Context: an optimization exercise on an open-source flow, tuned for small area and a short achievable clock period. The choices shown serve that exercise and are no tape-out recipe.
In this exercise RTL edits were held to simulation tests only and were not proved equivalent to the original.
Power figures rest on the tool's default switching activity, not on a simulated workload.

[design/flow/constraint.sdc]
create_clock -name core_clock -period 5.0 [get_ports {clk}]
set_input_delay 1.0000 -clock core_clock [delete_from_list [all_inputs] [get_ports {clk}]]
set_output_delay 1.0000 -clock core_clock [all_outputs]
set_load 0.01 [all_outputs]
[design/flow/design.v]
package param_fifo_pkg;
    localparam int unsigned DEF_DATA_W    = 8;
    localparam int unsigned DEF_DEPTH     = 256;
    localparam int unsigned DEF_AF_MARGIN = 4;
    localparam int unsigned DEF_AE_LEVEL  = 4;
    localparam int unsigned FLAG_FULL   = 0;
    localparam int unsigned FLAG_EMPTY  = 1;
    localparam int unsigned FLAG_AFULL  = 2;
    localparam int unsigned FLAG_AEMPTY = 3;
    localparam int unsigned FLAG_W      = 4;
    function automatic integer clog2(input integer value);
        integer result;
        integer i;
        result = 0;
        for (i = 0; i < 32; i = i + 1) begin
            if ((32'd1 << i) < value) begin
                result = i + 1;
            end
        end
        clog2 = result;
    endfunction
endpackage
module fifo_mem
#(
    parameter int unsigned DATA_W = param_fifo_pkg::DEF_DATA_W,
    parameter int unsigned DEPTH  = param_fifo_pkg::DEF_DEPTH,
    localparam int unsigned AW    = param_fifo_pkg::clog2(DEPTH)
) (
    input  logic              clk,
    input  logic              rst,
    input  logic              wr_en_i,
    input  logic [AW-1:0]     wr_addr_i,
    input  logic [DATA_W-1:0] wr_data_i,
    input  logic              rd_en_i,
    input  logic [AW-1:0]     rd_addr_i,
    output logic [DATA_W-1:0] rd_data_o
);
    logic [DATA_W-1:0] mem_q [DEPTH];
    logic [DATA_W-1:0] rd_data_q;
    always_ff @(posedge clk) begin
        if (wr_en_i) begin
            mem_q[wr_addr_i] <= wr_data_i;
        end
    end
    always_ff @(posedge clk or posedge rst) begin
        if (rst) begin
            rd_data_q <= '0;
        end else if (rd_en_i) begin
            rd_data_q <= mem_q[rd_addr_i];
        end
    end
    assign rd_data_o = rd_data_q;
endmodule
module param_fifo
#(
    parameter int unsigned DATA_W   = param_fifo_pkg::DEF_DATA_W,
    parameter int unsigned DEPTH    = param_fifo_pkg::DEF_DEPTH,
    parameter int unsigned AF_LEVEL = DEPTH - param_fifo_pkg::DEF_AF_MARGIN,
    parameter int unsigned AE_LEVEL = param_fifo_pkg::DEF_AE_LEVEL,
    localparam int unsigned AW      = param_fifo_pkg::clog2(DEPTH),
    localparam int unsigned CW      = AW + 1
) (
    input  logic              clk,
    input  logic              rst,
    input  logic              clear,
    input  logic              wr_en,
    input  logic [DATA_W-1:0] wr_data,
    input  logic              rd_en,
    output logic [DATA_W-1:0] rd_data,
    output logic              rd_valid,
    output logic              full,
    output logic              empty,
    output logic              almost_full,
    output logic              almost_empty,
    output logic [CW-1:0]     count,
    output logic              overflow,
    output logic              underflow
);
    logic [AW-1:0]     wr_ptr_q, wr_ptr_d;
    logic [AW-1:0]     rd_ptr_q, rd_ptr_d;
    logic [CW-1:0]     count_q, count_d;
    logic              rd_valid_q, rd_valid_d;
    logic              wr_acc, rd_acc;
    logic [param_fifo_pkg::FLAG_W-1:0] flags;
    always_comb begin
        flags              = '0;
        flags[param_fifo_pkg::FLAG_FULL]   = (32'(count_q) == DEPTH);
        flags[param_fifo_pkg::FLAG_EMPTY]  = (count_q == '0);
        flags[param_fifo_pkg::FLAG_AFULL]  = (32'(count_q) >= AF_LEVEL);
        flags[param_fifo_pkg::FLAG_AEMPTY] = (32'(count_q) <= AE_LEVEL);
    end
    always_comb begin
        rd_acc = rd_en && !flags[param_fifo_pkg::FLAG_EMPTY] && !clear;
        wr_acc = wr_en && (!flags[param_fifo_pkg::FLAG_FULL] || rd_acc) && !clear;
    end
    always_comb begin
        wr_ptr_d   = wr_ptr_q;
        rd_ptr_d   = rd_ptr_q;
        count_d    = count_q;
        rd_valid_d = rd_acc;
        if (clear) begin
            wr_ptr_d   = '0;
            rd_ptr_d   = '0;
            count_d    = '0;
            rd_valid_d = 1'b0;
        end else begin
            if (wr_acc) wr_ptr_d = wr_ptr_q + AW'(1);
            if (rd_acc) rd_ptr_d = rd_ptr_q + AW'(1);
            case ({wr_acc, rd_acc})
                2'b10:   count_d = count_q + CW'(1);
                2'b01:   count_d = count_q - CW'(1);
                default: count_d = count_q;
            endcase
        end
    end
    always_ff @(posedge clk or posedge rst) begin
        if (rst) begin
            wr_ptr_q   <= '0;
            rd_ptr_q   <= '0;
            count_q    <= '0;
            rd_valid_q <= 1'b0;
        end else begin
            wr_ptr_q   <= wr_ptr_d;
            rd_ptr_q   <= rd_ptr_d;
            count_q    <= count_d;
            rd_valid_q <= rd_valid_d;
        end
    end
    fifo_mem #(
        .DATA_W (DATA_W),
        .DEPTH  (DEPTH)
    ) u_mem (
        .clk       (clk),
        .rst       (rst),
        .wr_en_i   (wr_acc),
        .wr_addr_i (wr_ptr_q),
        .wr_data_i (wr_data),
        .rd_en_i   (rd_acc),
        .rd_addr_i (rd_ptr_q),
        .rd_data_o (rd_data)
    );
    assign rd_valid     = rd_valid_q;
    assign count        = count_q;
    assign full         = flags[param_fifo_pkg::FLAG_FULL];
    assign empty        = flags[param_fifo_pkg::FLAG_EMPTY];
    assign almost_full  = flags[param_fifo_pkg::FLAG_AFULL];
    assign almost_empty = flags[param_fifo_pkg::FLAG_AEMPTY];
    logic overflow_q, overflow_d;
    logic underflow_q, underflow_d;
    always_comb begin
        overflow_d  = overflow_q;
        underflow_d = underflow_q;
        if (clear) begin
            overflow_d  = 1'b0;
            underflow_d = 1'b0;
        end else begin
            if (wr_en && !wr_acc)            overflow_d  = 1'b1;
            if (rd_en && flags[param_fifo_pkg::FLAG_EMPTY])  underflow_d = 1'b1;
        end
    end
    always_ff @(posedge clk or posedge rst) begin
        if (rst) begin
            overflow_q  <= 1'b0;
            underflow_q <= 1'b0;
        end else begin
            overflow_q  <= overflow_d;
            underflow_q <= underflow_d;
        end
    end
    assign overflow  = overflow_q;
    assign underflow = underflow_q;
endmodule
[design/flow/run.sh]
#!/bin/bash
# synth_recipe.tcl (not shown) runs the flow's synth.tcl, then flattens the netlist and writes it again
# the make line also repeats each setting of config.mk as NAME=value (left out here)
make -C /OpenROAD-flow-scripts/flow DESIGN_CONFIG=/design/flow/config.mk WORK_HOME=/design/flow/orfs CLKGATE_MAP_FILE= SYNTH_SCRIPT=/design/flow/synth_recipe.tcl finish
[design/flow/config.mk]
export PLATFORM = sky130hd
export DESIGN_NAME = param_fifo
export DESIGN_NICKNAME = param_fifo
export VERILOG_FILES = /design/flow/design.v
export SDC_FILE = /design/flow/constraint.sdc
export NUM_CORES = 4
export LEC_CHECK = 0
export CAP_MARGIN = 20
export CORE_MARGIN = 2
export CORE_UTILIZATION = 40
export SLEW_MARGIN = 20
==> run notes <==
==> worst min-delay path by stage <==
stage                       startpoint                  to  cells past startpoint
detailed placement  u_mem.rd_data_q[5]  u_mem.rd_data_q[5]                      2
CTS                 u_mem.rd_data_q[5]  u_mem.rd_data_q[5]                      2
finish                     underflow_q         underflow_q                      2
global route        u_mem.rd_data_q[0]  u_mem.rd_data_q[0]                      1
floorplan           u_mem.rd_data_q[2]  u_mem.rd_data_q[2]                      2
global placement    u_mem.rd_data_q[0]  u_mem.rd_data_q[0]                      1
==> where the power goes <==
| part | switching (mW) | internal (mW) |
|---|---|---|
| combinational | 3.82 | 3.18 |
| sequential | 0.275 | 19.3 |
| clock | 6.78 | 9.26 |
| total | 10.9 | 31.7 |
==> cells by family after synthesis <==
logic type / after synthesis / share of synthesized area [%]
XOR/XNOR: 21 / 0.225
adder cells (fa/ha/maj): 13 / 0.209
AO/OA/AOI/OAI: 290 / 2.43
multiplexers: 701 / 16.1
AND/OR/NAND/NOR: 543 / 2.88
buffers and inverters: 251 / 1.71
flip-flops: 2084 / 76.5
==> registers in the layout (all words and copies together), names as in the netlist <==
register	cells
wr_ptr_q	8
u_mem.mem_q	2048
count_q	9
rd_valid_q	1
underflow_q	1
rd_ptr_q	8
u_mem.rd_data_q	8
overflow_q	1
==> worst max-delay path, stage by stage, from the launching register on <==
cell,delay (ps)
dfrtp_1,470
or3_1,200
nor4b_2,80
a21bo_2,340
or2_2,340
nor3b_1,960
nand2_1,750
nor2_1,830
==> layout make-up <==
class | count | area [sq um]
Fill cell | 16700 | 109000
Sequential cell | 2084 | 62400
Multi-Input combinational cell | 1568 | 17800
Clock buffer | 250 | 5400
Tap cell | 2672 | 3340
Timing Repair Buffer | 259 | 2450
Clock inverter | 135 | 1650
Inverter | 15 | 61.3
Antenna cell | 2 | 5.00
==> cell usage in the layout (no fill, tap or decap), types with 59 or more instances in the layout <==
| cell type | Yosys | final |
|---|---|---|
| a21oi_1 | 59 | 59 |
| edfxtp_1 | 2048 | 2048 |
| nor2_1 | 262 | 260 |
| buf_4 | 21 | 192 |
| mux4_2 | 486 | 486 |
| clkbuf_16 | 0 | 208 |
| nor3_1 | 67 | 67 |
| mux2i_1 | 210 | 210 |
| nand2_1 | 122 | 112 |
==> routing by layer <==
metal	up-vias	share of wire (%)	GRT usage, %	wire length, um
met3	352	8.6	4.54	18800
met5	-	0.019	0	41
met4	6	3.0	6.20	6560
met1	21900	42	29.8	91600
met2	2022	47	32.3	102000
li1	16700	-	-	-
==> run notes <==
status: timing/DRC/antenna clean
drt first pass iters: 6
EDFF count, synth: 2048
Detailed Route WL: 219000 um
RSZ-0062 raised after global routing: false
dominant cell by count in the synthesized netlist: edfxtp_1
I/O pin count: 37
critical path data arrival time: 4830 ps
cell taking the most area after synthesis: edfxtp_1
Final Skew: 41.0 ps
initial antenna violation count: 8
Resize count post-CTS: 0
number of global-route vias before repair: 40600
Synth cell types: 72
Least-Margin Pin Slew: 1200 ps
reg2reg end: u_mem.mem_q[71][7]
Num Clock Sinks: 2084
Iter 0 DRT Violations: 5463
asr flop ratio synth: 1.73%
sequential share of the synthesized area: 76.5%
Post-Layout Cell Count: 6985
r2r setup slk: 600 ps
worst setup margin: 600 ps
share of layout cells above drive strength 1: 24.8%
setup TNS: 0 ps
syn_nets: 3929
worst r2r path cells: 7
Power per Cell Area: 457 nW/um^2
DRC: 0
maximum VDD drop: 0.000373 V
die width: 456 um
Congestion Overflow GR: 0
Worst Setup Path Type: flip-flop to flip-flop
FP Rows: 165
die height: 456 um
Clock H-tree levels: 4
top cells by count, synth: edfxtp_1 (2048), mux4_2 (486), nor2_1 (262), mux2i_1 (210), nand2_1 (122)
Area contributors post-synth: edfxtp_1 (75%), mux4_2 (13%), mux2i_1 (2.6%), nor2_1 (1.2%), dfrtp_1 (1.1%)
CTS clk-pin slew, worst paths: 60 ps
headroom to the max-slew limit: 19.6%
Core Area: 203000 sq um
Post-Synthesis Cells: 3903
largest net degree at the start of global routing: 130
Synth Flop Type: edfxtp_1
Skew-Pair Late Insertion Delay: 850 ps
final period utilization: 88.0%
TritonCTS clock tree: done
Synth Register Bits: 2084
dpl cells: 6598
Leak Pwr: 28.8 nW
Final Slew Violations: 0
final antenna-violating net count: 0
Max-cap violations: 0
Post-CTS Hold Buffers: 0
Worst Hold Class: flip-flop to flip-flop
GRT Util Overall: 20.9%
final hold slack: 506 ps
Syn Area/Cell: 20.9 sq um
Yosys top cell area share: 75.4%
Post-layout nets: 4162
DP HPWL: 134000 um
final setup fails: 0
CP startpoint: count_q[1]
# port buffers: 36
minimum clock period: 4400 ps
design area: 93200 sq um
Critical Path End: u_mem.mem_q[71][7]
vias per cell: 5.87
first-pass GRT wire length: 312000 um
root cell of the clock tree: clkbuf_16
wire length per cell: 31.4 um
Post-Syn Area: 81600 sq um
WP data required: 5430 ps
via count: 41000
crit start category: flip-flop
Area Overhead vs Synth: 14.2%
Max FO, Critical Path: 16
Core Util, Final: 46.0%
Reg2Reg Launch Point: count_q[1]
Fin. Hold Viols: 0
CTS buffer count: 208
total power: 42.6 mW
gpl congestion: 0.886
Die ar.: 208000 sq um
Worst Setup Slack post-DPL: -53.9 ps
Post-Place Cell Area: 86100 sq um
buffer depth of the longest clock path: 3
Initial Util: 40.3%
Fmax achieved: 227 MHz
setup bufs post-CTS: 0
Setup crit end kind: flip-flop
Yosys warnings: 2

## afterwards: timing with drivers on the ports
Ports are ideal in the flow. The routed layout listed here was re-timed in OpenROAD.
Step 1 sets driving cells, clkbuf_16 on the clock port and buf_2 on the other inputs (assumed; they add their load-dependent delay and slew).
Step 2 adds t to the input delays and takes it off the output delays; t is the mean of the earliest and latest rising clock arrival at the registers after step 1. Input paths then give back, and output paths get back, about the clock's delay inside the block.
a / b / c = no drivers / after step 1 / after step 2; a / b = the first two.
t (ns): 0.909
slack for setup (ns): 0.600 / 0.600 / -0.218
worst setup path after step 2: input to register
With both steps, setup timing fails in this run, where it was met with ideal ports. For this run, drivers alone change the setup slack by 0.000 ns; drivers and shift together by -0.818 ns.
